This design comes from an exercise in tuning for small area and a short achievable clock period on the open sky130 flow, not from production work. No activity file was given, so power comes from the tool's default toggle rates.

==> module gfg_reg_bank, before the edit <==
module gfg_reg_bank #(
  parameter int          NUM_REGISTERS  = 32,
  parameter int          REGISTER_WIDTH = 32,
  parameter logic [31:0] ID_VALUE       = 32'h0000_6F6B
) (
  input  logic                                      i_sys_clk,
  input  logic                                      i_arst_n,
  input  logic [$clog2(NUM_REGISTERS)-1:0]          i_reg_addr,
  input  logic [REGISTER_WIDTH-1:0]                 i_reg_write_data,
  input  logic                                      i_reg_write_en,
  output logic [REGISTER_WIDTH-1:0]                 o_reg_read_data,
  input  logic                                      i_commit_safe,
  output logic [(NUM_REGISTERS-3)*REGISTER_WIDTH-1:0] o_active_regs,
  output logic                                      o_commit_pulse,
  output logic                                      o_commit_pending,
  output logic                                      o_dbg_state
);
  logic [1:0] rst_sync_q;
  logic       rst_n;
  always_ff @(posedge i_sys_clk or negedge i_arst_n) begin
    if (!i_arst_n) rst_sync_q <= 2'b00;
    else           rst_sync_q <= {rst_sync_q[0], 1'b1};
  end
  assign rst_n = rst_sync_q[1];
  logic                      pend_q;
  logic                      auto_commit_q;
  logic [7:0]                write_count_q;
  logic [15:0]               ro_err_q;
  logic                      fire_q;
  logic                      pulse_q;
  logic [REGISTER_WIDTH-1:0] shadow_n_q [3:NUM_REGISTERS-1];
  logic [REGISTER_WIDTH-1:0] active_n_q [3:NUM_REGISTERS-1];
  logic                      wr_ctrl;
  logic                      wr_shadow;
  logic                      wr_ro;
  logic                      pend_set;
  logic                      fire;
  logic                      copy;
  logic [REGISTER_WIDTH-1:0] wdata_n;
  logic [NUM_REGISTERS-1:0]  sh_we;
  always_comb begin
    wr_ctrl   = i_reg_write_en && (i_reg_addr == 5'd1);
    wr_shadow = i_reg_write_en && (i_reg_addr >= 5'd3);
    wr_ro     = i_reg_write_en && (i_reg_addr == 5'd0 || i_reg_addr == 5'd2);
    pend_set  = (wr_ctrl && i_reg_write_data[0]) || (wr_shadow && auto_commit_q);
    fire      = pend_q && i_commit_safe;
    copy      = fire || !rst_n;
    wdata_n   = ~(i_reg_write_data & {REGISTER_WIDTH{rst_n}});
    for (int i = 0; i < NUM_REGISTERS; i++)
      sh_we[i] = !rst_n || (i_reg_write_en && (i_reg_addr == 5'(i)));
  end
  always_ff @(posedge i_sys_clk) begin
    for (int i = 3; i < NUM_REGISTERS; i++) begin
      if (copy)     active_n_q[i] <= shadow_n_q[i];
      if (sh_we[i]) shadow_n_q[i] <= wdata_n;
    end
  end
  always_ff @(posedge i_sys_clk or negedge rst_n) begin
    if (!rst_n) begin
      pend_q        <= 1'b0;
      auto_commit_q <= 1'b0;
      write_count_q <= 8'd0;
      ro_err_q      <= 16'd0;
      fire_q        <= 1'b0;
      pulse_q       <= 1'b0;
    end else begin
      if (fire)          pend_q <= pend_set;
      else if (pend_set) pend_q <= 1'b1;
      if (wr_ctrl) auto_commit_q <= i_reg_write_data[1];
      if (wr_ctrl || wr_shadow) write_count_q <= write_count_q + 8'd1;
      if (wr_ro && (ro_err_q != 16'hFFFF)) ro_err_q <= ro_err_q + 16'd1;
      fire_q  <= fire;
      pulse_q <= fire_q;
    end
  end
  logic [NUM_REGISTERS-1:0]  rd_seln;
  logic [REGISTER_WIDTH-1:0] rd_misc;
  logic [REGISTER_WIDTH-1:0] rd_last;
  always_comb begin
    for (int i = 0; i < NUM_REGISTERS; i++)
      rd_seln[i] = !((i_reg_addr == 5'(i)) && rst_n);
    rd_misc = '0;
    case (i_reg_addr)
      5'd0:    rd_misc = REGISTER_WIDTH'(ID_VALUE);
      5'd1:    rd_misc[1] = auto_commit_q;
      5'd2:    rd_misc = {ro_err_q, write_count_q, 7'b0, pend_q};
      default: rd_misc = '0;
    endcase
    rd_last = ~(shadow_n_q[NUM_REGISTERS-1] | {REGISTER_WIDTH{rd_seln[NUM_REGISTERS-1]}});
  end
  for (genvar b = 0; b < REGISTER_WIDTH; b++) begin : g_rd
    logic [15:0] l1;
    logic [7:0]  l2;
    logic [3:0]  l3;
    logic [1:0]  l4;
    for (genvar p = 0; p < 14; p++) begin : g_l1
      gfg_rd_o22ai u_g (.a1(rd_seln[3+2*p]), .a2(shadow_n_q[3+2*p][b]),
                        .b1(rd_seln[4+2*p]), .b2(shadow_n_q[4+2*p][b]), .y(l1[p]));
    end
    assign l1[14] = rd_last[b];
    assign l1[15] = rd_misc[b];
    for (genvar p = 0; p < 8; p++) begin : g_l2
      gfg_rd_nor2 u_g (.a(l1[2*p]), .b(l1[2*p+1]), .y(l2[p]));
    end
    for (genvar p = 0; p < 4; p++) begin : g_l3
      gfg_rd_nand2 u_g (.a(l2[2*p]), .b(l2[2*p+1]), .y(l3[p]));
    end
    for (genvar p = 0; p < 2; p++) begin : g_l4
      gfg_rd_nor2 u_g (.a(l3[2*p]), .b(l3[2*p+1]), .y(l4[p]));
    end
    gfg_rd_nand2 u_l5 (.a(l4[0]), .b(l4[1]), .y(o_reg_read_data[b]));
  end
  always_comb begin
    for (int i = 3; i < NUM_REGISTERS; i++)
      o_active_regs[(i-3)*REGISTER_WIDTH +: REGISTER_WIDTH] =
        ~active_n_q[i] & {REGISTER_WIDTH{rst_n}};
  end
  assign o_commit_pulse   = pulse_q;
  assign o_commit_pending = pend_q;
  assign o_dbg_state      = pend_q;
endmodule
==> module gfg_rd_o22ai, before the edit <==
module gfg_rd_o22ai (
  input  logic a1, a2, b1, b2,
  output logic y
);
  assign y = !((a1 || a2) && (b1 || b2));
endmodule
==> module gfg_rd_nor2, before the edit <==
module gfg_rd_nor2 (
  input  logic a, b,
  output logic y
);
  assign y = !(a || b);
endmodule
==> module gfg_rd_nand2, before the edit <==
module gfg_rd_nand2 (
  input  logic a, b,
  output logic y
);
  assign y = !(a && b);
endmodule
clock: 6.5 ns
lec_check: 0
cap_margin: 20
core_margin: 2
core_utilization: 60
cts_buf_list: sky130_fd_sc_hd__clkbuf_16
cts_cluster_diameter: 60
cts_cluster_size: 30
setup_slack_margin: 2.8
slew_margin: 20
synth_hierarchical: 1
tns_end_percent: 5
standard.sh (not shown) runs the stock make flow with config.mk's settings and CLKGATE_MAP_FILE= SYNTH_SCRIPT=/design/flow/synth_recipe.tcl, a recipe that flattens the netlist after the stock synthesis.
==> flow/flow/run.sh <==
#!/bin/bash
# Standard ORFS layout (the standard.sh), with the port buffers made of
# the smallest buffer cell instead of the flow's default choice. Each tool
# writes its full log under orfs/logs/; make's own output goes to flow_make.log.
set -euo pipefail
export BUFFER_PORTS_ARGS="-buffer_cell sky130_fd_sc_hd__buf_1"
bash standard.sh > flow_make.log 2>&1
The first run completed without violations.
Edit:
--- a/flow/design.v
+++ b/flow/design.v
@@ -73,12 +73,14 @@
       pulse_q <= fire_q;
     end
   end
-  logic [NUM_REGISTERS-1:0]  rd_seln;
+  logic [NUM_REGISTERS-1:3]  rd_seln;
+  logic [3:0]                rd_lo;
+  logic [7:0]                rd_hi;
   logic [REGISTER_WIDTH-1:0] rd_misc;
   logic [REGISTER_WIDTH-1:0] rd_last;
   always_comb begin
-    for (int i = 0; i < NUM_REGISTERS; i++)
-      rd_seln[i] = !((i_reg_addr == 5'(i)) && rst_n);
+    for (int j = 0; j < 4; j++) rd_lo[j] = (i_reg_addr[1:0] == 2'(j));
+    for (int k = 0; k < 8; k++) rd_hi[k] = (i_reg_addr[4:2] == 3'(k));
     rd_misc = '0;
     case (i_reg_addr)
       5'd0:    rd_misc = REGISTER_WIDTH'(ID_VALUE);
@@ -88,50 +90,61 @@
     endcase
     rd_last = ~(shadow_n_q[NUM_REGISTERS-1] | {REGISTER_WIDTH{rd_seln[NUM_REGISTERS-1]}});
   end
+  for (genvar i = 3; i < NUM_REGISTERS; i++) begin : g_sel
+    gfg_nand3 u_g (.a(rd_lo[i%4]), .b(rd_hi[i/4]), .c(rst_n), .y(rd_seln[i]));
+  end
   for (genvar b = 0; b < REGISTER_WIDTH; b++) begin : g_rd
     logic [15:0] l1;
     logic [7:0]  l2;
     logic [3:0]  l3;
     logic [1:0]  l4;
     for (genvar p = 0; p < 14; p++) begin : g_l1
-      gfg_rd_o22ai u_g (.a1(rd_seln[3+2*p]), .a2(shadow_n_q[3+2*p][b]),
+      gfg_o22ai u_g (.a1(rd_seln[3+2*p]), .a2(shadow_n_q[3+2*p][b]),
                         .b1(rd_seln[4+2*p]), .b2(shadow_n_q[4+2*p][b]), .y(l1[p]));
     end
     assign l1[14] = rd_last[b];
     assign l1[15] = rd_misc[b];
     for (genvar p = 0; p < 8; p++) begin : g_l2
-      gfg_rd_nor2 u_g (.a(l1[2*p]), .b(l1[2*p+1]), .y(l2[p]));
+      gfg_nor2 u_g (.a(l1[2*p]), .b(l1[2*p+1]), .y(l2[p]));
     end
     for (genvar p = 0; p < 4; p++) begin : g_l3
-      gfg_rd_nand2 u_g (.a(l2[2*p]), .b(l2[2*p+1]), .y(l3[p]));
+      gfg_nand2 u_g (.a(l2[2*p]), .b(l2[2*p+1]), .y(l3[p]));
     end
     for (genvar p = 0; p < 2; p++) begin : g_l4
-      gfg_rd_nor2 u_g (.a(l3[2*p]), .b(l3[2*p+1]), .y(l4[p]));
+      gfg_nor2 u_g (.a(l3[2*p]), .b(l3[2*p+1]), .y(l4[p]));
     end
-    gfg_rd_nand2 u_l5 (.a(l4[0]), .b(l4[1]), .y(o_reg_read_data[b]));
+    gfg_nand2 u_l5 (.a(l4[0]), .b(l4[1]), .y(o_reg_read_data[b]));
   end
-  always_comb begin
-    for (int i = 3; i < NUM_REGISTERS; i++)
-      o_active_regs[(i-3)*REGISTER_WIDTH +: REGISTER_WIDTH] =
-        ~active_n_q[i] & {REGISTER_WIDTH{rst_n}};
+  logic rst_inv;
+  assign rst_inv = !rst_n;
+  for (genvar i = 3; i < NUM_REGISTERS; i++) begin : g_act
+    for (genvar b = 0; b < REGISTER_WIDTH; b++) begin : g_bit
+      gfg_nor2 u_g (.a(active_n_q[i][b]), .b(rst_inv), .y(o_active_regs[(i-3)*REGISTER_WIDTH + b]));
+    end
   end
   assign o_commit_pulse   = pulse_q;
   assign o_commit_pending = pend_q;
   assign o_dbg_state      = pend_q;
 endmodule
-module gfg_rd_o22ai (
+module gfg_o22ai (
   input  logic a1, a2, b1, b2,
   output logic y
 );
   assign y = !((a1 || a2) && (b1 || b2));
 endmodule
-module gfg_rd_nor2 (
+module gfg_nor2 (
   input  logic a, b,
   output logic y
 );
   assign y = !(a || b);
 endmodule
-module gfg_rd_nand2 (
+module gfg_nand3 (
+  input  logic a, b, c,
+  output logic y
+);
+  assign y = !(a && b && c);
+endmodule
+module gfg_nand2 (
   input  logic a, b,
   output logic y
 );
Routed wire length decreases by 3.0%; total power decreases by 0.92%; critical path depth rises by 4; clock-buffer cell count went down by 6; setup slack degrades by 0.14 ns; die area decreases by 4.0%; worst hold slack is worse by 0.0070 ns; via count went down by 0.89%; non-clock buffer count climbs by 66; cell count barely changes; cell area fell by 3.0%; sequential share of layout area rises by 2.1 points; core utilization came out higher by 1.1 points.
Function was not checked in any run of this note: the RTL went through the layout flow alone.

separate check: timing with driven ports:
The results above use ideal ports. As a check the final layouts listed here were re-extracted and re-timed, cells and wires unchanged. Step 1 sets driving cells, clkbuf_16 on the clock port and buf_2 on the other inputs (assumed; they add their load-dependent delay and slew). Step 2 moves the port delays by t, midway between the first and last clock arrival at a register: inputs arrive t later, outputs are due t later. That takes back most of the time a late clock gives input paths. Slacks: ideal ports / drivers / drivers and shift; pairs: ideal ports / drivers.
| run | shift t [ns] | setup slack, ns | clock arrival spread, ns | worst data-port slew with drivers (ns) | cell pins on the clock port's net |
|---|---|---|---|---|---|
| the first run | 0.821 | 1.951 / 1.772 / 1.772 | 0.059 / 0.059 | 0.20 | 1 |
| the second run | 0.825 | 1.807 / 1.614 / 1.614 | 0.051 / 0.051 | 0.21 | 1 |
After both steps setup and hold are still met in every run listed. For the second run, which loses most, drivers alone change the setup slack by -0.193 ns; drivers and shift together by -0.193 ns.
